Background: an optimization exercise with open tools, aiming at a short achievable clock period and few clock cycles. Do not read the settings as production practice. Only simulation tests tie the RTL to the original design; equivalence was not proved. No activity file was given, so power comes from the tool's default toggle rates.

File: flow/run.sh
#!/bin/bash
# synth_recipe.tcl (not shown) runs the flow's synth.tcl, then flattens the netlist and writes it again
# the make line also repeats each setting of config.mk as NAME=value (left out here)
make -C /OpenROAD-flow-scripts/flow DESIGN_CONFIG=/design/flow/config.mk WORK_HOME=/design/flow/orfs CLKGATE_MAP_FILE= SYNTH_SCRIPT=/design/flow/synth_recipe.tcl finish
File: flow/config.mk
export PLATFORM = sky130hd
export DESIGN_NAME = lc3b_cpu
export DESIGN_NICKNAME = lc3b_cpu
export VERILOG_FILES = /design/flow/design.v
export SDC_FILE = /design/flow/constraint.sdc
export NUM_CORES = 4
export LEC_CHECK = 0
export CAP_MARGIN = 20
export CORE_MARGIN = 2
export CORE_UTILIZATION = 40
export SETUP_SLACK_MARGIN = 2.5
export SLEW_MARGIN = 20
export SYNTH_HIERARCHICAL = 1
File: flow/constraint.sdc
create_clock -name core_clock -period 5.5 [get_ports {clk}]
set_input_delay 1.1000 -clock core_clock [delete_from_list [all_inputs] [get_ports {clk}]]
set_output_delay 1.1000 -clock core_clock [all_outputs]
set_load 0.01 [all_outputs]
File: flow/design.v
package lc3b_pkg;
	typedef logic [15:0] lc3b_word;	 
	typedef logic [2:0] lc3b_reg;	 
	typedef logic [2:0] lc3b_cc;	 
	typedef logic [15:0] lc3b_ctrl;	 
	typedef enum logic [3:0] {
		op_br = 4'b0000,
		op_add = 4'b0001,
		op_ldb = 4'b0010,
		op_stb = 4'b0011,
		op_jsr = 4'b0100,	 
		op_and = 4'b0101,
		op_ldr = 4'b0110,
		op_str = 4'b0111,
		op_rti = 4'b1000,
		op_not = 4'b1001,
		op_ldi = 4'b1010,
		op_sti = 4'b1011,
		op_jmp = 4'b1100,
		op_shf = 4'b1101,
		op_lea = 4'b1110,
		op_trap = 4'b1111
	} lc3b_opcode;
	localparam int ctrl_ld_reg = 0;	 
	localparam int ctrl_ld_cc = 1;	 
	localparam int ctrl_sr2_needed = 2;
	localparam int ctrl_sr1_needed = 3;
	localparam int ctrl_alu_op = 4;	 
	localparam int ctrl_use_imm5 = 6;
	localparam int ctrl_addr_sel = 7;	 
	localparam int ctrl_mem_read = 8;
	localparam int ctrl_mem_write = 9;
	localparam int ctrl_byte_op = 10;
	localparam int ctrl_br_op = 11;
	localparam int ctrl_jmp_op = 12;
	localparam int ctrl_jsr_op = 13;
	localparam int ctrl_wb_sel = 14;	 
	localparam logic [1:0] alu_add = 2'b00;
	localparam logic [1:0] alu_and = 2'b01;
	localparam logic [1:0] alu_not = 2'b10;
	localparam logic [1:0] alu_shift = 2'b11;	 
	localparam logic [1:0] wb_alu = 2'b00;
	localparam logic [1:0] wb_addr = 2'b01;	 
	localparam logic [1:0] wb_load = 2'b10;
	localparam logic [1:0] wb_pc = 2'b11;	 
endpackage
`timescale 1ns/1ps
module lc3b_adder #(
	parameter int W = 16
) (
	input logic [W-1:0] a,
	input logic [W-1:0] b,
	input logic cin,
	output logic [W-1:0] sum,
	output logic cout
);
	localparam int L = (W > 8) ? 4 : (W > 4) ? 3 : (W > 2) ? 2 : 1;	 
	logic [(L+1)*W-1:0] g, p;
	assign g[W-1:0] = (a & b) | {{(W-1){1'b0}}, (a[0] ^ b[0]) & cin};
	assign p[W-1:0] = a ^ b;
	for (genvar l = 1; l <= L; l++) begin : gl
		for (genvar i = 0; i < W; i++) begin : gb
			if (i >= 2**(l-1)) begin : gc
				assign g[l*W+i] = g[(l-1)*W+i] | (p[(l-1)*W+i] & g[(l-1)*W+i-2**(l-1)]);
				assign p[l*W+i] = p[(l-1)*W+i] & p[(l-1)*W+i-2**(l-1)];
			end else begin : gp
				assign g[l*W+i] = g[(l-1)*W+i];
				assign p[l*W+i] = p[(l-1)*W+i];
			end
		end
	end
	if (W > 1) begin : gs
		assign sum = p[W-1:0] ^ {g[L*W +: W-1], cin};
	end else begin : gs1
		assign sum = p[0] ^ cin;
	end
	assign cout = g[L*W+W-1];
endmodule
module lc3b_alu (
	input logic [15:0] e_a,	 
	input logic [15:0] e_b,
	input logic [15:0] m_sum,	 
	input logic [15:0] m_lgc,
	input logic [15:0] m_shf,
	input logic [15:0] rdata,	 
	input logic [6:0] a_sel,
	input logic [6:0] b_sel,
	input logic [2:0] lsel,	 
	input logic [3:0] shamt,
	input logic [1:0] shtype,
	input logic [15:0] pass,
	output logic [15:0] sum,
	output logic [15:0] lgc,
	output logic [15:0] shf
);
	logic [15:0] a, b;
	logic unused_cout;
	assign a = ({16{a_sel[0]}} & e_a) | ({16{a_sel[1]}} & m_sum) | ({16{a_sel[2]}} & m_lgc)
		| ({16{a_sel[3]}} & m_shf) | ({16{a_sel[4]}} & rdata)
		| ({16{a_sel[5]}} & {8'h00, rdata[7:0]}) | ({16{a_sel[6]}} & {8'h00, rdata[15:8]});
	assign b = ({16{b_sel[0]}} & e_b) | ({16{b_sel[1]}} & m_sum) | ({16{b_sel[2]}} & m_lgc)
		| ({16{b_sel[3]}} & m_shf) | ({16{b_sel[4]}} & rdata)
		| ({16{b_sel[5]}} & {8'h00, rdata[7:0]}) | ({16{b_sel[6]}} & {8'h00, rdata[15:8]});
	lc3b_adder #(.W(16)) add0 (.a, .b, .cin(1'b0), .sum, .cout(unused_cout));
	always_comb begin
		if (!shtype[0])
			shf = a << shamt;
		else if (!shtype[1])
			shf = a >> shamt;
		else
			shf = 16'($signed(a) >>> shamt);
	end
	assign lgc = ({16{lsel[0]}} & (a & b)) | ({16{lsel[1]}} & ~a) | ({16{lsel[2]}} & pass);
endmodule
`timescale 1ns/1ps
module lc3b_cpu #(
	parameter lc3b_pkg::lc3b_word reset_pc = 16'h0000	 
) (
	input logic clk,
	input logic rst_n,
	input lc3b_pkg::lc3b_word imem_rdata,
	input logic imem_resp,
	input lc3b_pkg::lc3b_word dmem_rdata,
	input logic dmem_resp,
	output logic imem_read,
	output lc3b_pkg::lc3b_word imem_address,
	output logic dmem_read,
	output logic dmem_write,
	output lc3b_pkg::lc3b_word dmem_address,
	output lc3b_pkg::lc3b_word dmem_wdata,
	output logic [1:0] dmem_byte_enable
);
	localparam logic [7:0] fwd_taken = 8'b1010_1000;	 
	localparam int bht_bits = 7;
	logic [15:0] pc;
	logic d_valid;
	logic [15:0] d_ir, d_pc2, d_tgt, d_npc;
	logic d_pred_t;
	logic [bht_bits-1:0] d_idx;
	logic [2:0] d_bht;	 
	logic e_valid;
	logic [15:0] e_a, e_b, e_sd, e_pass, e_pc2, e_tgt, e_npc;
	logic [6:0] e_a_sel, e_b_sel;
	logic e_fwd_sd;
	logic e_neq;	 
	logic e_wr, e_setcc, e_load, e_store, e_byte, e_br, e_jmp;
	logic [2:0] e_dr, e_nzp;
	logic [4:0] e_sel;	 
	logic [3:0] e_shamt;
	logic [1:0] e_shtype;
	logic e_mis_t, e_mis_nt;	 
	logic [bht_bits-1:0] e_idx;
	logic [1:0] e_cnt_t, e_cnt_nt;	 
	logic m_valid, m_wr, m_setcc, m_load, m_byte;
	logic [2:0] m_dr;
	logic [15:0] m_sum, m_lgc, m_shf, m_result;
	logic [2:0] m_rsel;	 
	logic [2:0] cc;
	logic mem_stall, ld_use, redirect, full_redirect, taken;
	logic [15:0] redirect_pc, sum;
	logic [15:0] rdata_sel, m_val;
	logic [2:0] m_cc;
	assign mem_stall = (dmem_read | dmem_write) & ~dmem_resp;
	assign m_result = ({16{m_rsel[0]}} & m_sum) | ({16{m_rsel[1]}} & m_lgc)
		| ({16{m_rsel[2]}} & m_shf);
	assign rdata_sel = m_byte ? {8'h00, dmem_address[0] ? dmem_rdata[15:8] : dmem_rdata[7:0]}
		: dmem_rdata;	 
	assign m_val = m_load ? rdata_sel : m_result;
	assign m_cc = {m_val[15], m_val == 16'h0000, ~m_val[15] & (m_val != 16'h0000)};
	logic [15:0] pc2_f, f_tgt9, f_tgt11, f_npc;
	logic [8:0] f_lo9;
	logic [10:0] f_lo11;
	logic f_c9, f_c11;
	logic [5:0] pc_hi6_p1, pc_hi6_m1, f_hi6;
	logic [3:0] pc_hi4_p1, pc_hi4_m1, f_hi4;
	logic [3:0] f_op;
	logic f_br, f_jsr, f_jsrr, f_jmp, f_lea, f_pred_t, f_accept;
	logic [2:0] f_base;
	logic [15:0] trk_val [8];	 
	logic [7:0] trk_v;
	logic [1:0] bht_c [2**bht_bits];	 
	logic [2**bht_bits-1:0] bht_v;
	logic [bht_bits-1:0] f_idx;
	assign imem_address = pc;
	logic unused_c15;
	lc3b_adder #(.W(15)) add_pc2 (
		.a(pc[15:1]), .b(15'd0), .cin(1'b1), .sum(pc2_f[15:1]), .cout(unused_c15)
	);
	assign pc2_f[0] = pc[0];
	assign f_op = imem_rdata[15:12];
	assign f_br = (f_op == 4'b0000) & (imem_rdata[11:9] != 3'b000);
	assign f_jsr = (f_op == 4'b0100) & imem_rdata[11];
	assign f_jsrr = (f_op == 4'b0100) & ~imem_rdata[11];
	assign f_jmp = (f_op == 4'b1100);
	assign f_lea = (f_op == 4'b1110);
	assign f_base = imem_rdata[8:6];
	logic [3:0] unused_c;
	lc3b_adder #(.W(6)) add_hi6_p1 (
		.a(pc[15:10]), .b(6'd0), .cin(1'b1), .sum(pc_hi6_p1), .cout(unused_c[0])
	);
	lc3b_adder #(.W(6)) add_hi6_m1 (
		.a(pc[15:10]), .b(6'h3f), .cin(1'b0), .sum(pc_hi6_m1), .cout(unused_c[1])
	);
	lc3b_adder #(.W(4)) add_hi4_p1 (
		.a(pc[15:12]), .b(4'd0), .cin(1'b1), .sum(pc_hi4_p1), .cout(unused_c[2])
	);
	lc3b_adder #(.W(4)) add_hi4_m1 (
		.a(pc[15:12]), .b(4'hf), .cin(1'b0), .sum(pc_hi4_m1), .cout(unused_c[3])
	);
	lc3b_adder #(.W(9)) add_off9 (
		.a(pc[9:1]), .b(imem_rdata[8:0]), .cin(1'b1), .sum(f_lo9), .cout(f_c9)
	);
	lc3b_adder #(.W(11)) add_off11 (
		.a(pc[11:1]), .b(imem_rdata[10:0]), .cin(1'b1), .sum(f_lo11), .cout(f_c11)
	);
	always_comb begin
		case ({imem_rdata[8], f_c9})
			2'b01: f_hi6 = pc_hi6_p1;
			2'b10: f_hi6 = pc_hi6_m1;
			default: f_hi6 = pc[15:10];
		endcase
		case ({imem_rdata[10], f_c11})
			2'b01: f_hi4 = pc_hi4_p1;
			2'b10: f_hi4 = pc_hi4_m1;
			default: f_hi4 = pc[15:12];
		endcase
	end
	assign f_tgt9 = {f_hi6, f_lo9, pc[0]};
	assign f_tgt11 = {f_hi4, f_lo11, pc[0]};
	logic f_static_t, f_flip;
	logic [15:0] f_npc_static, f_npc_flip;
	assign f_idx = pc[bht_bits:1];
	assign f_static_t = f_br & (imem_rdata[8] | fwd_taken[imem_rdata[11:9]]);
	assign f_flip = f_br & ~imem_rdata[8] & bht_v[f_idx]
		& (bht_c[f_idx][1] != fwd_taken[imem_rdata[11:9]]);
	assign f_pred_t = f_static_t ^ f_flip;
	always_comb begin
		if (f_jsr)
			f_npc_static = f_tgt11;
		else if (f_static_t)
			f_npc_static = f_tgt9;
		else if ((f_jmp | f_jsrr) & trk_v[f_base])
			f_npc_static = trk_val[f_base];
		else
			f_npc_static = pc2_f;
	end
	assign f_npc_flip = f_static_t ? pc2_f : f_tgt9;
	assign f_npc = f_flip ? f_npc_flip : f_npc_static;
	assign f_accept = imem_read & imem_resp & ~mem_stall & ~ld_use;
	always_ff @(posedge clk) begin
		if (!rst_n) begin
			imem_read <= 1'b0;
			pc <= reset_pc;
			trk_v <= 8'hff;
			for (int i = 0; i < 8; i++)
				trk_val[i] <= 16'h0000;
		end else begin
			imem_read <= 1'b1;
			if (!mem_stall && full_redirect)
				pc <= redirect_pc;
			else if (f_accept)
				pc <= f_npc;
			if (f_accept) begin
				if (f_lea) begin
					trk_val[imem_rdata[11:9]] <= f_tgt9;
					trk_v[imem_rdata[11:9]] <= 1'b1;
				end else if (f_jsr | f_jsrr) begin
					trk_val[7] <= pc2_f;
					trk_v[7] <= 1'b1;
				end else if (f_op == 4'b0001 || f_op == 4'b0101 || f_op == 4'b1001
					|| f_op == 4'b1101 || f_op == 4'b0110 || f_op == 4'b0010) begin
					trk_v[imem_rdata[11:9]] <= 1'b0;
				end
			end
		end
	end
	always_ff @(posedge clk) begin
		if (!rst_n)
			d_valid <= 1'b0;
		else if (!mem_stall && !ld_use)
			d_valid <= imem_read & imem_resp & ~full_redirect;
		if (!mem_stall && !ld_use) begin
			d_ir <= imem_rdata;
			d_pc2 <= pc2_f;
			d_tgt <= f_lea | f_br ? f_tgt9 : f_tgt11;
			d_npc <= f_npc;
			d_pred_t <= f_pred_t;
			d_idx <= f_idx;
			d_bht <= {bht_v[f_idx], bht_c[f_idx]};
		end
	end
	logic [3:0] d_op;
	logic [2:0] d_sr1, d_sr2, d_dr;
	logic d_store, d_load, d_byte, d_wr, d_setcc, d_use_a, d_use_b, d_br, d_jmp;
	logic [15:0] rf_a, rf_b, d_a, d_b, d_sd;
	logic [4:0] d_sel;
	assign d_op = d_ir[15:12];
	assign d_store = (d_op == 4'b0111) | (d_op == 4'b0011);
	assign d_load = (d_op == 4'b0110) | (d_op == 4'b0010);
	assign d_byte = (d_op == 4'b0010) | (d_op == 4'b0011);
	assign d_sr1 = d_ir[8:6];
	assign d_sr2 = d_store ? d_ir[11:9] : d_ir[2:0];
	assign d_dr = (d_op == 4'b0100) ? 3'b111 : d_ir[11:9];
	assign d_setcc = (d_op == 4'b0001) | (d_op == 4'b0101) | (d_op == 4'b1001)
		| (d_op == 4'b1101) | d_load;
	assign d_wr = d_setcc | (d_op == 4'b1110) | (d_op == 4'b0100);
	assign d_use_a = d_setcc | d_store | (d_op == 4'b1100) | ((d_op == 4'b0100) & ~d_ir[11]);
	assign d_use_b = ((d_op == 4'b0001) | (d_op == 4'b0101)) & ~d_ir[5];
	assign d_br = (d_op == 4'b0000) & (d_ir[11:9] != 3'b000);
	assign d_jmp = (d_op == 4'b1100) | ((d_op == 4'b0100) & ~d_ir[11]);
	assign d_sel[0] = (d_op == 4'b0001) | d_load | d_store;
	assign d_sel[1] = (d_op == 4'b0101);
	assign d_sel[2] = (d_op == 4'b1001);
	assign d_sel[3] = (d_op == 4'b1101);
	assign d_sel[4] = (d_op == 4'b1110) | (d_op == 4'b0100);
	logic [15:0] regs [8];
	always_ff @(posedge clk) begin
		if (!rst_n) begin
			for (int i = 0; i < 8; i++)
				regs[i] <= 16'h0000;
		end else if (!mem_stall && m_valid && m_wr) begin
			regs[m_dr] <= m_val;
		end
	end
	assign rf_a = regs[d_sr1];
	assign rf_b = regs[d_sr2];
	assign d_a = (m_valid & m_wr & (m_dr == d_sr1)) ? m_val : rf_a;
	assign d_sd = (m_valid & m_wr & (m_dr == d_sr2)) ? m_val : rf_b;
	always_comb begin
		if (d_load | d_store)
			d_b = d_byte ? {{10{d_ir[5]}}, d_ir[5:0]} : {{9{d_ir[5]}}, d_ir[5:0], 1'b0};
		else if (d_ir[5])
			d_b = {{11{d_ir[4]}}, d_ir[4:0]};
		else
			d_b = d_sd;
	end
	logic hit_a, hit_b, fwd_b;
	logic [1:0] d_cnt_inc, d_cnt_dec;
	assign hit_a = e_valid & e_wr & (e_dr == d_sr1);
	assign hit_b = e_valid & e_wr & (e_dr == d_sr2);
	assign fwd_b = hit_b & d_use_b;
	assign ld_use = d_valid & e_valid & e_load & d_jmp & hit_a;
	assign d_cnt_inc = (d_bht[1:0] == 2'b11) ? 2'b11 : d_bht[1:0] + 2'b01;
	assign d_cnt_dec = (d_bht[1:0] == 2'b00) ? 2'b00 : d_bht[1:0] - 2'b01;
	always_ff @(posedge clk) begin
		if (!rst_n)
			e_valid <= 1'b0;
		else if (!mem_stall)
			e_valid <= d_valid & ~ld_use & ~redirect;
		if (!mem_stall) begin
			e_a <= d_a;
			e_b <= d_b;
			e_sd <= d_sd;
			e_pass <= (d_op == 4'b1110) ? d_tgt : d_pc2;
			e_pc2 <= d_pc2;
			e_tgt <= d_tgt;
			e_npc <= d_npc;
			e_neq <= d_a != d_npc;
			e_a_sel <= {hit_a & e_load & e_byte & sum[0], hit_a & e_load & e_byte & ~sum[0],
				hit_a & e_load & ~e_byte, hit_a & ~e_load & e_sel[3],
				hit_a & ~e_load & (e_sel[1] | e_sel[2] | e_sel[4]), hit_a & ~e_load & e_sel[0],
				~hit_a};
			e_b_sel <= {fwd_b & e_load & e_byte & sum[0], fwd_b & e_load & e_byte & ~sum[0],
				fwd_b & e_load & ~e_byte, fwd_b & ~e_load & e_sel[3],
				fwd_b & ~e_load & (e_sel[1] | e_sel[2] | e_sel[4]), fwd_b & ~e_load & e_sel[0],
				~fwd_b};
			e_fwd_sd <= hit_b;
			e_wr <= d_wr;
			e_setcc <= d_setcc;
			e_load <= d_load;
			e_store <= d_store;
			e_byte <= d_byte;
			e_br <= d_br;
			e_jmp <= d_jmp;
			e_dr <= d_dr;
			e_nzp <= d_ir[11:9];
			e_sel <= d_sel;
			e_shamt <= d_ir[3:0];
			e_shtype <= d_ir[5:4];
			e_mis_t <= ~d_pred_t & (d_ir[8:0] != 9'd0);
			e_mis_nt <= d_pred_t & (d_ir[8:0] != 9'd0);
			e_idx <= d_idx;
			e_cnt_t <= d_bht[2] ? d_cnt_inc : 2'b10;
			e_cnt_nt <= d_bht[2] ? d_cnt_dec : 2'b01;
		end
	end
	logic [15:0] a_reg, sd, lgc, shf;
	assign a_reg = e_a_sel[0] ? e_a : m_result;
	assign sd = e_fwd_sd ? m_val : e_sd;	 
	lc3b_alu alu0 (
		.e_a, .e_b, .m_sum, .m_lgc, .m_shf, .rdata(dmem_rdata), .a_sel(e_a_sel), .b_sel(e_b_sel),
		.lsel({e_sel[4], e_sel[2], e_sel[1]}), .shamt(e_shamt), .shtype(e_shtype), .pass(e_pass),
		.sum, .lgc, .shf
	);
	logic [2:0] cc_reg, cc_ld;
	logic taken_reg, taken_ld;
	logic m_n, m_z;
	assign m_n = (m_rsel[0] & m_sum[15]) | (m_rsel[1] & m_lgc[15]) | (m_rsel[2] & m_shf[15]);
	assign m_z = (m_rsel[0] & (m_sum == 16'h0000)) | (m_rsel[1] & (m_lgc == 16'h0000))
		| (m_rsel[2] & (m_shf == 16'h0000));
	assign cc_reg = (m_valid & m_setcc & ~m_load) ? {m_n, m_z, ~m_n & ~m_z} : cc;
	assign cc_ld = {rdata_sel[15], rdata_sel == 16'h0000, ~rdata_sel[15] & (rdata_sel != 16'h0000)};
	assign taken_reg = |(e_nzp & cc_reg);
	assign taken_ld = |(e_nzp & cc_ld);
	assign taken = (m_valid & m_setcc & m_load) ? taken_ld : taken_reg;
	logic jmp_mis, red_t, red_nt, fred_t, fred_nt;
	assign jmp_mis = e_jmp & (e_a_sel[0] ? e_neq : (m_rsel[0] ? (m_sum != e_npc)
		: m_rsel[1] ? (m_lgc != e_npc) : (m_shf != e_npc)));
	assign red_t = e_valid & ((e_br & e_mis_t) | jmp_mis);
	assign red_nt = e_valid & ((e_br & e_mis_nt) | jmp_mis);
	assign fred_t = e_valid & ((e_br & e_mis_t & (pc != e_tgt)) | jmp_mis);
	assign fred_nt = e_valid & ((e_br & e_mis_nt & (pc != e_pc2)) | jmp_mis);
	assign redirect = taken ? red_t : red_nt;
	assign full_redirect = taken ? fred_t : fred_nt;
	assign redirect_pc = e_jmp ? a_reg : (taken ? e_tgt : e_pc2);
	always_ff @(posedge clk) begin
		if (!rst_n)
			bht_v <= '0;
		else if (!mem_stall && e_valid && e_br) begin
			bht_v[e_idx] <= 1'b1;
			bht_c[e_idx] <= taken ? e_cnt_t : e_cnt_nt;
		end
	end
	always_ff @(posedge clk) begin
		if (!rst_n) begin
			m_valid <= 1'b0;
			dmem_read <= 1'b0;
			dmem_write <= 1'b0;
			dmem_byte_enable <= 2'b00;
		end else if (!mem_stall) begin
			m_valid <= e_valid;
			dmem_read <= e_valid & e_load;
			dmem_write <= e_valid & e_store;
			if (e_valid & (e_load | e_store))
				dmem_byte_enable <= e_byte ? (sum[0] ? 2'b10 : 2'b01) : 2'b11;
			else
				dmem_byte_enable <= 2'b00;
		end
		if (!mem_stall) begin
			m_wr <= e_wr;
			m_setcc <= e_setcc;
			m_load <= e_load;
			m_byte <= e_byte;
			m_dr <= e_dr;
			m_sum <= sum;
			m_lgc <= lgc;
			m_shf <= shf;
			m_rsel <= {e_sel[3], e_sel[1] | e_sel[2] | e_sel[4], e_sel[0]};
			dmem_address <= sum;
			dmem_wdata <= e_byte ? {sd[7:0], sd[7:0]} : sd;
		end
	end
	always_ff @(posedge clk) begin
		if (!rst_n)
			cc <= 3'b010;	 
		else if (!mem_stall && m_valid && m_setcc)
			cc <= m_cc;
	end
endmodule
==> flow_summary_export.csv, run 1 <==
group,metric,value,unit
status,status,"finished clean",
grt,overflow,0,
critical_path,worst-path-buf-inv,4,
flow_run,maxCapViolCount,0,
critical_path,path_class,"reg2reg",
clocking,clock_sinks,997,
floorplanning,design.core.area,126000,um2
timing,final-hold-violation-count,0,
route,wl_met3,16800,um
placed_design,place_inst,5803,
critical_path,cp_common_cell,"buf_12",
timing,fin_skew,0.0626,ns
floorplanning,num_rows,130,
finish,largest_reg_flops,256,
critical_path,arrival,4.16,ns
timing,layout_min_cycle_time,3.55,ns
route,ant_nets,0,
timing,hold_ws,0.425,ns
route,drt_first_pass_iters,22,
route,drc,0,
clocking,clockRootBuffer,"clkbuf_16",
critical_path,max_stage_delay,0.55,ns
grt,grt_pass1_wl,242000,um
timing,rsz0062_at_grt,"yes",
timing,fmax,282,MHz
finish,largest-register,"bht_c",
finish,synthToLayoutAreaGrowth,22.1,%
synthesis,synthCells,4179,
route,wl_met1,69400,um
timing,tns,0,ns
timing,finalSetupViolations,0,
route,highest_layer,"met5",
grt,first_global_vias,36100,
synthesis,yosysWarningCount,8,
timing,fin_crit_sh,64.5,%
clocking,htree_num_levels,3,
clocking,path_clk_slew,0.06,ns
route,wl_per_cell,26.8,um
finish,layout.nets,4677,
critical_path,cpMaxStageDelayCell,"or4b_4",
floorplanning,die_y,360,um
critical_path,worstPathRequired,6.11,ns
pwr,leakage,22.4,nW
critical_path,crit_path_end_kind,"flip-flop",
route,drt-total-wl,169000,um
clocking,cts_tree,"built",
grt,grt_use_total,24.9,%
placed_design,hpwlAfterDp,106000,um
finish,drive_gt1_share,25.2,%
floorplanning,io_pins,89,
finish,layout.filler_cells,11000,
critical_path,path_max_fanout,6,
floorplanning,die_w,360,um
timing,worst-slew-pin-transition,1.12,ns
pwr,power_density,375,nW/um2
pwr,power.total,23.2,mW
route,dr_wl_met2,76300,um
placed_design,port-buffer-count,88,
critical_path,crit_family,"multiplexers",
min_path,hold_path.class,"reg2reg",
clocking,cts_inserted_buffers,106,
finish,layout.cells.non_filler,6286,
synthesis,syn_avg_cell_area,12.1,um2
timing,finalMaxSlewViolations,0,
floorplanning,start_util,40.3,%
route,drtIter0Drc,5744,
placed_design,place_congestion,0.981,
timing,maxSlewHeadroom,25.5,%
clocking,insertion_delay,0.75,ns
floorplanning,die_area,130000,um2
clocking,cts_buffer_depth,3,
pwr,ir_worst_vdd,286,uV
grt,antenna_found_initial,6,
grt,grt_max_degree,129,
synthesis,syn-cell-area,50700,um2
critical_path,startpoint_type,"flip-flop",
critical_path,path_cells,"buf_12 -> buf_12 -> buf_12 -> mux4_2 -> mux4_2 -> a22o_1 -> or4b_4 -> and4_4 -> buf_12 -> and4_4 -> o311a_1",
route,vias,38200,
route,viasPerCell,6.08,
==> power by group <==
part	leakage [nW]	internal (mW)	switching, mW
Clock	1.71	4.21	3.12
Sequential	9.80	9.12	0.775
Combinational	10.9	2.51	3.45
==> layout by cell type (no fill, tap or decap), drive strengths merged, types with 32 or more instances in the layout <==
cell type / count
and3: 63
nand2: 388
edfxtp: 824
a31oi: 34
xor2: 68
mux2i: 109
buf: 362
a22oi: 53
nor2b: 136
mux4: 203
nand3: 80
a21oi: 190
ha: 81
o22ai: 32
a222oi: 57
o211ai: 35
xnor2: 59
conb: 48
clkinv: 37
dfxtp: 173
clkdlybuf4s50: 46
nor3: 38
nor2: 485
clkbuf: 166
a211oi: 44
mux2: 102
o21a: 48
inv: 82
and2: 49
o21ai: 189
nor4: 36
==> metrics by stage <==
step	instance area, um2	utilization [%]	worst slack, ns
CTS	60000	47.7	1.94
finish	61900	49.2	1.95
global placement	53900	42.9	0.773
global route	61900	49.2	1.79
detailed placement	53900	42.9	0.791
floorplan	51300	-	1.89
==> final cells by class <==
class | count | area, um2 | share of cell area, %
antenna | 3 | 7.51 | 0.0121
timing repair buffer | 459 | 4460 | 7.21
tap | 1650 | 2060 | 3.34
multi-input combinational | 2894 | 23200 | 37.5
sequential | 997 | 28300 | 45.7
inverter | 85 | 360 | 0.582
clock inverter | 47 | 589 | 0.952
timing repair inverter | 1 | 16.3 | 0.0263
clock buffer | 150 | 2910 | 4.70
==> routing by layer <==
metal / GRT usage (%) / up-vias
li1: - / 16600
met2: 38.4 / 2162
met4: 8.36 / 2
met3: 4.65 / 417
met5: 0 / -
met1: 35.2 / 19100
==> what timing repair did <==
action                     CTS  global route
cloned                      28            24
hold buffers                 0             0
setup endpoints to repair  998           557
pin swaps                   77            72
resized for setup          284           237
setup buffers              147            83
==> worst reg2reg max path, delay by kind of cell (launching register included) <==
family,cells,cell delay [ns]
AO/OA/AOI/OAI,2,0.55
buffers and inverters,4,0.52
multiplexers,2,1.00
flip-flops,1,0.37
AND/OR/NAND/NOR,3,0.97
==> path summary, 6_finish.rpt <==
path / to / slack, ns / start / cells past startpoint
min: e_pass[0] / 0.42 / d_tgt[0] / 0
max reg2reg: pc[10] / 1.95 / pc[1] / 11
min reg2reg: e_pass[0] / 0.42 / d_tgt[0] / 0
max: pc[10] / 1.95 / pc[1] / 11
Testbench counts, summed over its fixed seeds: cycles 45,958.
==> run 2: changes to the inputs <==
--- a/flow/design.v
+++ b/flow/design.v
@@ -92,5 +92,8 @@
 	output logic [15:0] sum,
 	output logic [15:0] lgc,
-	output logic [15:0] shf
+	output logic [15:0] shf,
+	output logic z_sum,	 
+	output logic z_lgc,
+	output logic z_shf
 );
 	logic [15:0] a, b;
@@ -112,4 +115,104 @@
 	end
 	assign lgc = ({16{lsel[0]}} & (a & b)) | ({16{lsel[1]}} & ~a) | ({16{lsel[2]}} & pass);
+	assign z_lgc = (lgc == 16'h0000);
+	assign z_sum = ((a ^ b) == {a[14:0] | b[14:0], 1'b0});
+	logic [15:0] low_z, high_z;
+	for (genvar j = 0; j < 16; j++) begin : gz
+		assign low_z[j] = (a[j:0] == '0);
+		assign high_z[j] = (a[15:j] == '0);
+	end
+	assign z_shf = shtype[0] ? high_z[shamt] : low_z[4'd15 - shamt];
+endmodule
+`timescale 1ns/1ps
+module lc3b_fetch_npc (
+	input logic [15:0] pc,
+	input logic [15:0] rdata,	 
+	input logic [127:0] trk_val,	 
+	input logic [7:0] trk_v,
+	input logic [2:0] bht,	 
+	input logic [7:0] fwd_taken,	 
+	input logic accept,	 
+	input logic redirect,	 
+	input logic [15:0] redirect_pc,
+	output logic [15:0] pc2,	 
+	output logic [15:0] tgt9,	 
+	output logic [15:0] tgt11,	 
+	output logic [15:0] npc,	 
+	output logic pred_t,	 
+	output logic [15:0] pc_next
+);
+	logic [8:0] lo9;
+	logic [10:0] lo11;
+	logic c9, c11;
+	logic [5:0] hi6_p1, hi6_m1, hi6;
+	logic [3:0] hi4_p1, hi4_m1, hi4;
+	logic [3:0] op;
+	logic br, jsr, jmp, static_t, flip;
+	logic [15:0] npc_static, npc_flip, trk;
+	logic [4:0] unused_c;
+	lc3b_adder #(.W(15)) add_pc2 (
+		.a(pc[15:1]), .b(15'd0), .cin(1'b1), .sum(pc2[15:1]), .cout(unused_c[0])
+	);
+	assign pc2[0] = pc[0];
+	lc3b_adder #(.W(6)) add_hi6_p1 (
+		.a(pc[15:10]), .b(6'd0), .cin(1'b1), .sum(hi6_p1), .cout(unused_c[1])
+	);
+	lc3b_adder #(.W(6)) add_hi6_m1 (
+		.a(pc[15:10]), .b(6'h3f), .cin(1'b0), .sum(hi6_m1), .cout(unused_c[2])
+	);
+	lc3b_adder #(.W(4)) add_hi4_p1 (
+		.a(pc[15:12]), .b(4'd0), .cin(1'b1), .sum(hi4_p1), .cout(unused_c[3])
+	);
+	lc3b_adder #(.W(4)) add_hi4_m1 (
+		.a(pc[15:12]), .b(4'hf), .cin(1'b0), .sum(hi4_m1), .cout(unused_c[4])
+	);
+	lc3b_adder #(.W(9)) add_off9 (
+		.a(pc[9:1]), .b(rdata[8:0]), .cin(1'b1), .sum(lo9), .cout(c9)
+	);
+	lc3b_adder #(.W(11)) add_off11 (
+		.a(pc[11:1]), .b(rdata[10:0]), .cin(1'b1), .sum(lo11), .cout(c11)
+	);
+	always_comb begin
+		case ({rdata[8], c9})
+			2'b01: hi6 = hi6_p1;
+			2'b10: hi6 = hi6_m1;
+			default: hi6 = pc[15:10];
+		endcase
+		case ({rdata[10], c11})
+			2'b01: hi4 = hi4_p1;
+			2'b10: hi4 = hi4_m1;
+			default: hi4 = pc[15:12];
+		endcase
+	end
+	assign tgt9 = {hi6, lo9, pc[0]};
+	assign tgt11 = {hi4, lo11, pc[0]};
+	assign op = rdata[15:12];
+	assign br = (op == 4'b0000) & (rdata[11:9] != 3'b000);
+	assign jsr = (op == 4'b0100) & rdata[11];
+	assign jmp = ((op == 4'b1100) | ((op == 4'b0100) & ~rdata[11])) & trk_v[rdata[8:6]];
+	assign trk = trk_val[16*rdata[8:6] +: 16];
+	assign static_t = br & (rdata[8] | fwd_taken[rdata[11:9]]);
+	assign flip = br & ~rdata[8] & bht[2] & (bht[1] != fwd_taken[rdata[11:9]]);
+	assign pred_t = static_t ^ flip;
+	always_comb begin
+		if (jsr)
+			npc_static = tgt11;
+		else if (static_t)
+			npc_static = tgt9;
+		else if (jmp)
+			npc_static = trk;
+		else
+			npc_static = pc2;
+	end
+	assign npc_flip = static_t ? pc2 : tgt9;
+	assign npc = flip ? npc_flip : npc_static;
+	always_comb begin
+		if (redirect)
+			pc_next = redirect_pc;
+		else if (accept)
+			pc_next = npc;
+		else
+			pc_next = pc;
+	end
 endmodule
 `timescale 1ns/1ps
@@ -156,4 +259,5 @@
 	logic [15:0] m_sum, m_lgc, m_shf, m_result;
 	logic [2:0] m_rsel;	 
+	logic m_z;	 
 	logic [2:0] cc;
 	logic mem_stall, ld_use, redirect, full_redirect, taken;
@@ -169,82 +273,32 @@
 	assign m_cc = {m_val[15], m_val == 16'h0000, ~m_val[15] & (m_val != 16'h0000)};
 	logic [15:0] pc2_f, f_tgt9, f_tgt11, f_npc;
-	logic [8:0] f_lo9;
-	logic [10:0] f_lo11;
-	logic f_c9, f_c11;
-	logic [5:0] pc_hi6_p1, pc_hi6_m1, f_hi6;
-	logic [3:0] pc_hi4_p1, pc_hi4_m1, f_hi4;
 	logic [3:0] f_op;
-	logic f_br, f_jsr, f_jsrr, f_jmp, f_lea, f_pred_t, f_accept;
-	logic [2:0] f_base;
+	logic f_br, f_jsr, f_jsrr, f_lea, f_pred_t, f_accept;
 	logic [15:0] trk_val [8];	 
 	logic [7:0] trk_v;
 	logic [1:0] bht_c [2**bht_bits];	 
 	logic [2**bht_bits-1:0] bht_v;
-	logic [bht_bits-1:0] f_idx;
 	assign imem_address = pc;
-	logic unused_c15;
-	lc3b_adder #(.W(15)) add_pc2 (
-		.a(pc[15:1]), .b(15'd0), .cin(1'b1), .sum(pc2_f[15:1]), .cout(unused_c15)
-	);
-	assign pc2_f[0] = pc[0];
 	assign f_op = imem_rdata[15:12];
 	assign f_br = (f_op == 4'b0000) & (imem_rdata[11:9] != 3'b000);
 	assign f_jsr = (f_op == 4'b0100) & imem_rdata[11];
 	assign f_jsrr = (f_op == 4'b0100) & ~imem_rdata[11];
-	assign f_jmp = (f_op == 4'b1100);
 	assign f_lea = (f_op == 4'b1110);
-	assign f_base = imem_rdata[8:6];
-	logic [3:0] unused_c;
-	lc3b_adder #(.W(6)) add_hi6_p1 (
-		.a(pc[15:10]), .b(6'd0), .cin(1'b1), .sum(pc_hi6_p1), .cout(unused_c[0])
-	);
-	lc3b_adder #(.W(6)) add_hi6_m1 (
-		.a(pc[15:10]), .b(6'h3f), .cin(1'b0), .sum(pc_hi6_m1), .cout(unused_c[1])
-	);
-	lc3b_adder #(.W(4)) add_hi4_p1 (
-		.a(pc[15:12]), .b(4'd0), .cin(1'b1), .sum(pc_hi4_p1), .cout(unused_c[2])
-	);
-	lc3b_adder #(.W(4)) add_hi4_m1 (
-		.a(pc[15:12]), .b(4'hf), .cin(1'b0), .sum(pc_hi4_m1), .cout(unused_c[3])
-	);
-	lc3b_adder #(.W(9)) add_off9 (
-		.a(pc[9:1]), .b(imem_rdata[8:0]), .cin(1'b1), .sum(f_lo9), .cout(f_c9)
-	);
-	lc3b_adder #(.W(11)) add_off11 (
-		.a(pc[11:1]), .b(imem_rdata[10:0]), .cin(1'b1), .sum(f_lo11), .cout(f_c11)
-	);
-	always_comb begin
-		case ({imem_rdata[8], f_c9})
-			2'b01: f_hi6 = pc_hi6_p1;
-			2'b10: f_hi6 = pc_hi6_m1;
-			default: f_hi6 = pc[15:10];
-		endcase
-		case ({imem_rdata[10], f_c11})
-			2'b01: f_hi4 = pc_hi4_p1;
-			2'b10: f_hi4 = pc_hi4_m1;
-			default: f_hi4 = pc[15:12];
-		endcase
+	logic [127:0] trk_flat;
+	logic [15:0] pc_next;
+	logic [2:0] bht_rd;	 
+	logic [bht_bits-1:0] bht_key;	 
+	for (genvar i = 0; i < 8; i++) begin : gtrk
+		assign trk_flat[16*i +: 16] = trk_val[i];
 	end
-	assign f_tgt9 = {f_hi6, f_lo9, pc[0]};
-	assign f_tgt11 = {f_hi4, f_lo11, pc[0]};
-	logic f_static_t, f_flip;
-	logic [15:0] f_npc_static, f_npc_flip;
-	assign f_idx = pc[bht_bits:1];
-	assign f_static_t = f_br & (imem_rdata[8] | fwd_taken[imem_rdata[11:9]]);
-	assign f_flip = f_br & ~imem_rdata[8] & bht_v[f_idx]
-		& (bht_c[f_idx][1] != fwd_taken[imem_rdata[11:9]]);
-	assign f_pred_t = f_static_t ^ f_flip;
-	always_comb begin
-		if (f_jsr)
-			f_npc_static = f_tgt11;
-		else if (f_static_t)
-			f_npc_static = f_tgt9;
-		else if ((f_jmp | f_jsrr) & trk_v[f_base])
-			f_npc_static = trk_val[f_base];
-		else
-			f_npc_static = pc2_f;
+	logic [2:0] bht_next [2**bht_bits];
+	for (genvar i = 0; i < 2**bht_bits; i++) begin : gbht
+		assign bht_next[i] = {bht_v[(i + 1) % (2**bht_bits)], bht_c[(i + 1) % (2**bht_bits)]};
 	end
-	assign f_npc_flip = f_static_t ? pc2_f : f_tgt9;
-	assign f_npc = f_flip ? f_npc_flip : f_npc_static;
+	lc3b_fetch_npc fetch_npc0 (
+		.pc, .rdata(imem_rdata), .trk_val(trk_flat), .trk_v, .bht(bht_rd), .fwd_taken,
+		.accept(f_accept), .redirect(~mem_stall & full_redirect), .redirect_pc,
+		.pc2(pc2_f), .tgt9(f_tgt9), .tgt11(f_tgt11), .npc(f_npc), .pred_t(f_pred_t), .pc_next
+	);
 	assign f_accept = imem_read & imem_resp & ~mem_stall & ~ld_use;
 	always_ff @(posedge clk) begin
@@ -252,4 +306,6 @@
 			imem_read <= 1'b0;
 			pc <= reset_pc;
+			bht_key <= '0;
+			bht_rd <= 3'b000;
 			trk_v <= 8'hff;
 			for (int i = 0; i < 8; i++)
@@ -257,9 +313,8 @@
 		end else begin
 			imem_read <= 1'b1;
-			if (!mem_stall && full_redirect)
-				pc <= redirect_pc;
-			else if (f_accept)
-				pc <= f_npc;
+			pc <= pc_next;
 			if (f_accept) begin
+				bht_key <= pc2_f[bht_bits:1];
+				bht_rd <= bht_next[pc[bht_bits:1]];
 				if (f_lea) begin
 					trk_val[imem_rdata[11:9]] <= f_tgt9;
@@ -286,6 +341,6 @@
 			d_npc <= f_npc;
 			d_pred_t <= f_pred_t;
-			d_idx <= f_idx;
-			d_bht <= {bht_v[f_idx], bht_c[f_idx]};
+			d_idx <= bht_key;
+			d_bht <= bht_rd;
 		end
 	end
@@ -340,5 +395,5 @@
 	assign hit_b = e_valid & e_wr & (e_dr == d_sr2);
 	assign fwd_b = hit_b & d_use_b;
-	assign ld_use = d_valid & e_valid & e_load & d_jmp & hit_a;
+	assign ld_use = d_valid & e_valid & ((e_load & d_br) | (d_jmp & hit_a & ~e_sel[4]));
 	assign d_cnt_inc = (d_bht[1:0] == 2'b11) ? 2'b11 : d_bht[1:0] + 2'b01;
 	assign d_cnt_dec = (d_bht[1:0] == 2'b00) ? 2'b00 : d_bht[1:0] - 2'b01;
@@ -356,5 +411,5 @@
 			e_tgt <= d_tgt;
 			e_npc <= d_npc;
-			e_neq <= d_a != d_npc;
+			e_neq <= hit_a ? (e_pass != d_npc) : (d_a != d_npc);
 			e_a_sel <= {hit_a & e_load & e_byte & sum[0], hit_a & e_load & e_byte & ~sum[0],
 				hit_a & e_load & ~e_byte, hit_a & ~e_load & e_sel[3],
@@ -386,4 +441,5 @@
 	end
 	logic [15:0] a_reg, sd, lgc, shf;
+	logic z_sum, z_lgc, z_shf;
 	assign a_reg = e_a_sel[0] ? e_a : m_result;
 	assign sd = e_fwd_sd ? m_val : e_sd;	 
@@ -391,20 +447,13 @@
 		.e_a, .e_b, .m_sum, .m_lgc, .m_shf, .rdata(dmem_rdata), .a_sel(e_a_sel), .b_sel(e_b_sel),
 		.lsel({e_sel[4], e_sel[2], e_sel[1]}), .shamt(e_shamt), .shtype(e_shtype), .pass(e_pass),
-		.sum, .lgc, .shf
+		.sum, .lgc, .shf, .z_sum, .z_lgc, .z_shf
 	);
-	logic [2:0] cc_reg, cc_ld;
-	logic taken_reg, taken_ld;
-	logic m_n, m_z;
+	logic [2:0] cc_reg;
+	logic m_n;
 	assign m_n = (m_rsel[0] & m_sum[15]) | (m_rsel[1] & m_lgc[15]) | (m_rsel[2] & m_shf[15]);
-	assign m_z = (m_rsel[0] & (m_sum == 16'h0000)) | (m_rsel[1] & (m_lgc == 16'h0000))
-		| (m_rsel[2] & (m_shf == 16'h0000));
 	assign cc_reg = (m_valid & m_setcc & ~m_load) ? {m_n, m_z, ~m_n & ~m_z} : cc;
-	assign cc_ld = {rdata_sel[15], rdata_sel == 16'h0000, ~rdata_sel[15] & (rdata_sel != 16'h0000)};
-	assign taken_reg = |(e_nzp & cc_reg);
-	assign taken_ld = |(e_nzp & cc_ld);
-	assign taken = (m_valid & m_setcc & m_load) ? taken_ld : taken_reg;
+	assign taken = |(e_nzp & cc_reg);
 	logic jmp_mis, red_t, red_nt, fred_t, fred_nt;
-	assign jmp_mis = e_jmp & (e_a_sel[0] ? e_neq : (m_rsel[0] ? (m_sum != e_npc)
-		: m_rsel[1] ? (m_lgc != e_npc) : (m_shf != e_npc)));
+	assign jmp_mis = e_jmp & e_neq;
 	assign red_t = e_valid & ((e_br & e_mis_t) | jmp_mis);
 	assign red_nt = e_valid & ((e_br & e_mis_nt) | jmp_mis);
@@ -447,4 +496,5 @@
 			m_shf <= shf;
 			m_rsel <= {e_sel[3], e_sel[1] | e_sel[2] | e_sel[4], e_sel[0]};
+			m_z <= (e_sel[0] & z_sum) | ((e_sel[1] | e_sel[2] | e_sel[4]) & z_lgc) | (e_sel[3] & z_shf);
 			dmem_address <= sum;
 			dmem_wdata <= e_byte ? {sd[7:0], sd[7:0]} : sd;
==> flow_summary_export.csv, run 2 <==
group,metric,value,unit
floorplanning,num_rows,131,
clocking,cts_inserted_buffers,108,
finish,largest-register,"bht_c",
synthesis,syn-cell-area,51300,um2
pwr,ir_worst_vdd,252,uV
critical_path,startpoint_type,"flip-flop",
critical_path,path_class,"reg2reg",
finish,multiInputGateArea,23900,um2
floorplanning,io_pins,89,
route,vias,40700,
timing,maxSlewHeadroom,27.1,%
synthesis,syn_avg_cell_area,11.6,um2
route,viasPerCell,6.19,
critical_path,cp_common_cell,"buf_4",
critical_path,crit_path_end_kind,"flip-flop",
finish,synthToLayoutAreaGrowth,22.8,%
placed_design,place_congestion,0.971,
timing,tns,0,ns
finish,layout_commonest_cell,"edfxtp_1",
grt,antenna_found_initial,6,
clocking,insertion_delay,0.76,ns
placed_design,port-buffer-count,88,
grt,grt_pass1_wl,263000,um
min_path,hold_path.class,"reg2reg",
clocking,clockRootBuffer,"clkbuf_16",
timing,final-hold-violation-count,0,
timing,fmax,317,MHz
finish,seqCellArea,27900,um2
synthesis,synthCells,4435,
timing,fin_crit_sh,57.4,%
status,status,"finished clean",
critical_path,path_max_fanout,7,
grt,grt_max_degree,132,
timing,worst-slew-pin-transition,1.09,ns
timing,finalMaxSlewViolations,0,
timing,fin_skew,0.0413,ns
pwr,leakage,22.9,nW
finish,drive_gt1_share,24.5,%
route,drc,0,
grt,first_global_vias,38500,
clocking,cts_buffer_depth,3,
grt,grt_use_total,26.9,%
route,drtIter0Drc,5863,
clocking,htree_num_levels,3,
clocking,path_clk_slew,0.06,ns
floorplanning,design.core.area,127000,um2
finish,final_cell_mix,"edfxtp_1 (811), nor2_1 (399), nand2_1 (342)",
flow_run,maxCapViolCount,0,
finish,largest_reg_flops,256,
critical_path,worstPathRequired,5.96,ns
finish,final_util,49.4,%
route,drt_first_pass_iters,9,
critical_path,max_stage_delay,0.55,ns
critical_path,arrival,3.62,ns
critical_path,r2r_setup_slack,2.34,ns
clocking,hold_buffers,0,
route,wl_per_cell,27.9,um
placed_design,hpwlAfterDp,118000,um
critical_path,cpMaxStageDelayCell,"mux4_1",
finish,layout.nets,4981,
floorplanning,die_w,362,um
synthesis,yosysWarningCount,10,
floorplanning,die_y,362,um
floorplanning,start_util,40.3,%
timing,rsz0062_at_grt,"yes",
timing,finalSetupViolations,0,
floorplanning,die_area,131000,um2
grt,overflow,0,
timing,layout_min_cycle_time,3.16,ns
route,ant_nets,0,
clocking,cts_tree,"built",
finish,layout.filler_cells,11200,
route,drt-total-wl,184000,um
critical_path,path_cells,"buf_4 -> a222oi_1 -> and3_4 -> clkinvlp_4 -> buf_4 -> buf_4 -> buf_4 -> mux4_1 -> and2_1 -> o21ai_1 -> a31oi_1",
pwr,power_density,325,nW/um2
clocking,clock_sinks,987,
[run 2: worst max-delay path, delay by kind of cell (launching register included)]
| family | cells | cell delay, ns |
|---|---|---|
| buf+inv | 5 | 0.80 |
| simple gates | 2 | 0.47 |
| flops | 1 | 0.47 |
| compound gates | 3 | 0.59 |
| mux | 1 | 0.55 |
[run 2: worst paths after layout]
path                                 start   endpoint  cells past startpoint
worst min-delay path              d_idx[1]   e_idx[1]                      0
worst max-delay path            e_a_sel[3]  m_shf[10]                     11
worst max register to register  e_a_sel[3]  m_shf[10]                     11
worst min register to register    d_idx[1]   e_idx[1]                      0
[run 2: cell type report]
class,instances,share of cell area (%)
Antenna cell,3,0.0119
Clock buffer,151,4.79
Clock inverter,45,0.721
Inverter,131,0.867
Multi-Input combinational cell,3064,38.0
Sequential cell,987,44.4
Tap cell,1662,3.30
Timing Repair Buffer,530,7.89
Timing Repair inverter,2,0.0338
[run 2: repair_timing]
item | 4_1_cts | 5_1_grt
hold endpoints to repair | 0 | 0
pin swaps | 81 | 109
setup buffers | 210 | 77
endpoints found under the setup margin | 934 | 477
gates cloned | 5 | 12
gates resized for setup | 374 | 228
[run 2: layer usage]
layer / track usage (%) / vias up / share of wire, %
li1: - / 17400 / -
met1: 37.7 / 20100 / 41
met2: 40.3 / 2572 / 44
met3: 5.81 / 531 / 11
met4: 11.7 / 8 / 4.9
met5: 0 / - / 0.025
[run 2: metrics by stage]
stage	total power, mW	instances	setup slack, ns	hold slack [ns]	cell area (um2)
6_report	20.5	6575	2.34	0.419	63000
5_1_grt	21.1	6573	2.26	0.423	62900
4_1_cts	20.1	6482	2.34	0.410	61200
3_5_place_dp	12.5	6071	0.788	0.405	54500
3_3_place_gp	12.5	6070	0.831	0.407	54500
2_1_floorplan	11.1	4486	0.366	0.400	51700
[run 2: power by group]
group	total, mW	internal [mW]	switching, mW
sequential	9.14	8.65	0.487
clock	7.21	4.07	3.15
combinational	4.14	1.72	2.42
Testbench counts of run 2, summed over its fixed seeds: cycles 46,383.
==> run 3: changes to the inputs <==
--- a/flow/design.v
+++ b/flow/design.v
@@ -492,12 +492,12 @@
 			m_byte <= e_byte;
 			m_dr <= e_dr;
-			m_sum <= sum;
-			m_lgc <= lgc;
-			m_shf <= shf;
-			m_rsel <= {e_sel[3], e_sel[1] | e_sel[2] | e_sel[4], e_sel[0]};
-			m_z <= (e_sel[0] & z_sum) | ((e_sel[1] | e_sel[2] | e_sel[4]) & z_lgc) | (e_sel[3] & z_shf);
 			dmem_address <= sum;
 			dmem_wdata <= e_byte ? {sd[7:0], sd[7:0]} : sd;
 		end
+		m_sum <= sum;
+		m_lgc <= lgc;
+		m_shf <= shf;
+		m_rsel <= {e_sel[3], e_sel[1] | e_sel[2] | e_sel[4], e_sel[0]};
+		m_z <= (e_sel[0] & z_sum) | ((e_sel[1] | e_sel[2] | e_sel[4]) & z_lgc) | (e_sel[3] & z_shf);
 	end
 	always_ff @(posedge clk) begin
==> flow_summary_export.csv, run 3 <==
group,metric,value,unit
grt,grt_max_degree,129,
finish,seqCellArea,27900,um2
timing,worst-slew-pin-transition,1.13,ns
finish,layout.filler_cells,11200,
clocking,cts_buffer_depth,3,
pwr,power_density,332,nW/um2
floorplanning,die_area,132000,um2
clocking,cts_inserted_buffers,108,
clocking,insertion_delay,0.75,ns
floorplanning,start_util,40.4,%
placed_design,place_congestion,0.982,
finish,final_cell_mix,"edfxtp_1 (775), nor2_1 (406), nand2_1 (366)",
timing,finalMaxSlewViolations,0,
synthesis,syn_avg_cell_area,11.4,um2
floorplanning,die_w,364,um
synthesis,syn-cell-area,51700,um2
timing,layout_min_cycle_time,3.19,ns
route,drt-total-wl,193000,um
clocking,htree_num_levels,3,
timing,fin_skew,0.0585,ns
finish,synthToLayoutAreaGrowth,23.2,%
route,wl_per_cell,28.7,um
placed_design,hpwlAfterDp,126000,um
finish,final_util,49.8,%
synthesis,yosysWarningCount,10,
route,drtIter0Drc,6342,
clocking,clockRootBuffer,"clkbuf_16",
finish,layout.nets,5109,
timing,fmax,314,MHz
critical_path,arrival,3.62,ns
min_path,hold_path.class,"reg2reg",
critical_path,path_class,"reg2reg",
timing,finalSetupViolations,0,
floorplanning,io_pins,89,
timing,maxSlewHeadroom,24.6,%
floorplanning,design.core.area,128000,um2
route,vias,41700,
grt,overflow,0,
timing,final-hold-violation-count,0,
clocking,clock_sinks,1003,
critical_path,crit_path_end_kind,"flip-flop",
route,viasPerCell,6.22,
finish,layout_commonest_cell,"edfxtp_1",
finish,drive_gt1_share,24.4,%
route,ant_nets,0,
pwr,leakage,23.2,nW
floorplanning,num_rows,131,
finish,largest_reg_flops,256,
clocking,path_clk_slew,0.06,ns
critical_path,startpoint_type,"flip-flop",
pwr,ir_worst_vdd,297,uV
finish,largest-register,"bht_c",
pwr,power.total,21.2,mW
timing,tns,0,ns
synthesis,synthCells,4548,
timing,rsz0062_at_grt,"yes",
clocking,cts_tree,"built",
flow_run,maxCapViolCount,0,
critical_path,worstPathRequired,5.94,ns
grt,antenna_found_initial,5,
critical_path,path_max_fanout,5,
timing,fin_crit_sh,57.9,%
status,status,"finished clean",
finish,multiInputGateArea,24200,um2
grt,grt_use_total,28.1,%
grt,grt_pass1_wl,273000,um
route,drc,0,
clocking,hold_buffers,0,
floorplanning,die_y,364,um
route,drt_first_pass_iters,9,
placed_design,port-buffer-count,88,
grt,first_global_vias,39300,
[run 3: cell count changes in the layout (fill, tap and decap cells not counted), moves of 10 or more]
| cell | change |
|---|---|
| edfxtp_1 | -36 |
| a21oi_1 | +60 |
| xor2_1 | -11 |
| o21a_1 | -17 |
| dfxtp_1 | +52 |
| bufinv_16 | +10 |
| clkbuf_1 | -12 |
| nand3_1 | -11 |
| nand2_2 | +10 |
| a21oi_2 | -16 |
| nand2_1 | +24 |
[run 3: area by class of cell]
type	count	share of cell area, %
inverter	136	0.900
tap	1662	3.27
antenna	1	0.00393
multi-input combinational	3160	38.1
timing repair inverter	4	0.0688
clock inverter	75	1.36
sequential	1003	43.8
clock buffer	130	4.49
timing repair buffer	539	8.03
[run 3: critical path: stages, from the launching register on]
cell and delay (ns):
edfxtp_1 0.54, buf_4 0.20, a222oi_1 0.35, and3_4 0.30
inv_4 0.05, inv_4 0.05, fa_2 0.23, fa_2 0.24
nor2b_4 0.06, o2111ai_4 0.25, a21oi_4 0.11, or2_0 0.22
o311a_1 0.31
[run 3: final timing paths]
path | startpoint | to | slack, ns | cells after the start
worst max-delay path | e_a_sel[1] | dmem_address[12] | 2.31 | 12
worst min-delay path | e_setcc | m_setcc | 0.42 | 0
worst max register to register | e_a_sel[1] | dmem_address[12] | 2.31 | 12
worst min register to register | e_setcc | m_setcc | 0.42 | 0
[run 3: timing repair]
| action | 4_1_cts | 5_1_grt |
|---|---|---|
| buffers inserted | 178 | 100 |
| setup endpoints to repair | 973 | 513 |
| gates resized for setup | 379 | 218 |
| gates cloned | 11 | 9 |
| pin swaps | 103 | 96 |
[run 3: metrics by stage]
step / hold WS (ns) / setup slack (ns) / cells / area (um2)
after floorplan: 0.374 / 0.356 / 4599 / 52000
after global placement: 0.404 / 0.506 / 6206 / 55100
after detailed placement: 0.405 / 0.428 / 6206 / 55100
after CTS: 0.419 / 2.38 / 6600 / 61800
after global routing: 0.427 / 2.27 / 6710 / 63700
final: 0.420 / 2.31 / 6710 / 63700
[run 3: power by group]
part           switching [mW]  total (mW)  internal, mW  leakage (nW)
sequential              0.553        9.27          8.72          9.71
clock                    3.27        7.69          4.43          1.81
combinational            2.45        4.20          1.75          11.7
[run 3: routing by layer]
| metal | vias up | global-route usage [%] | part of all wire [%] |
|---|---|---|---|
| li1 | 17900 | - | - |
| met5 | - | 0 | 0.0036 |
| met1 | 20600 | 39.3 | 40 |
| met4 | 2 | 11.8 | 4.9 |
| met2 | 2619 | 42.8 | 44 |
| met3 | 579 | 5.13 | 11 |
Testbench counts of run 3, summed over its fixed seeds: cycles 46,383.

[what the ideal ports hide]
The flow's constraints put no driver on any port. The routed layouts listed below were extracted and timed again, unchanged, in two steps.
Step 1 sets driving cells, clkbuf_16 on the clock port and buf_2 on the other inputs (assumed; they add their load-dependent delay and slew).
Step 2 moves the port delays by t, midway between the first and last clock arrival at a register: inputs arrive t later, outputs are due t later. That takes back most of the time a late clock gives input paths.
Three values: ideal ports, drivers, drivers and shift; two values: the first two.
run	shift t [ns]	setup WS [ns]	worst hold slack (ns)
run 1	0.800	1.952 / 1.952 / 1.190	0.425 / 0.425 / 0.425
run 2	0.802	2.342 / 2.342 / 1.586	0.419 / 0.419 / 0.419
run 3	0.794	2.314 / 2.314 / 1.583	0.420 / 0.420 / 0.420
After both steps setup and hold are still met in every run listed. For run 1, which loses most, drivers alone change the setup slack by 0.000 ns; drivers and shift together by -0.762 ns.
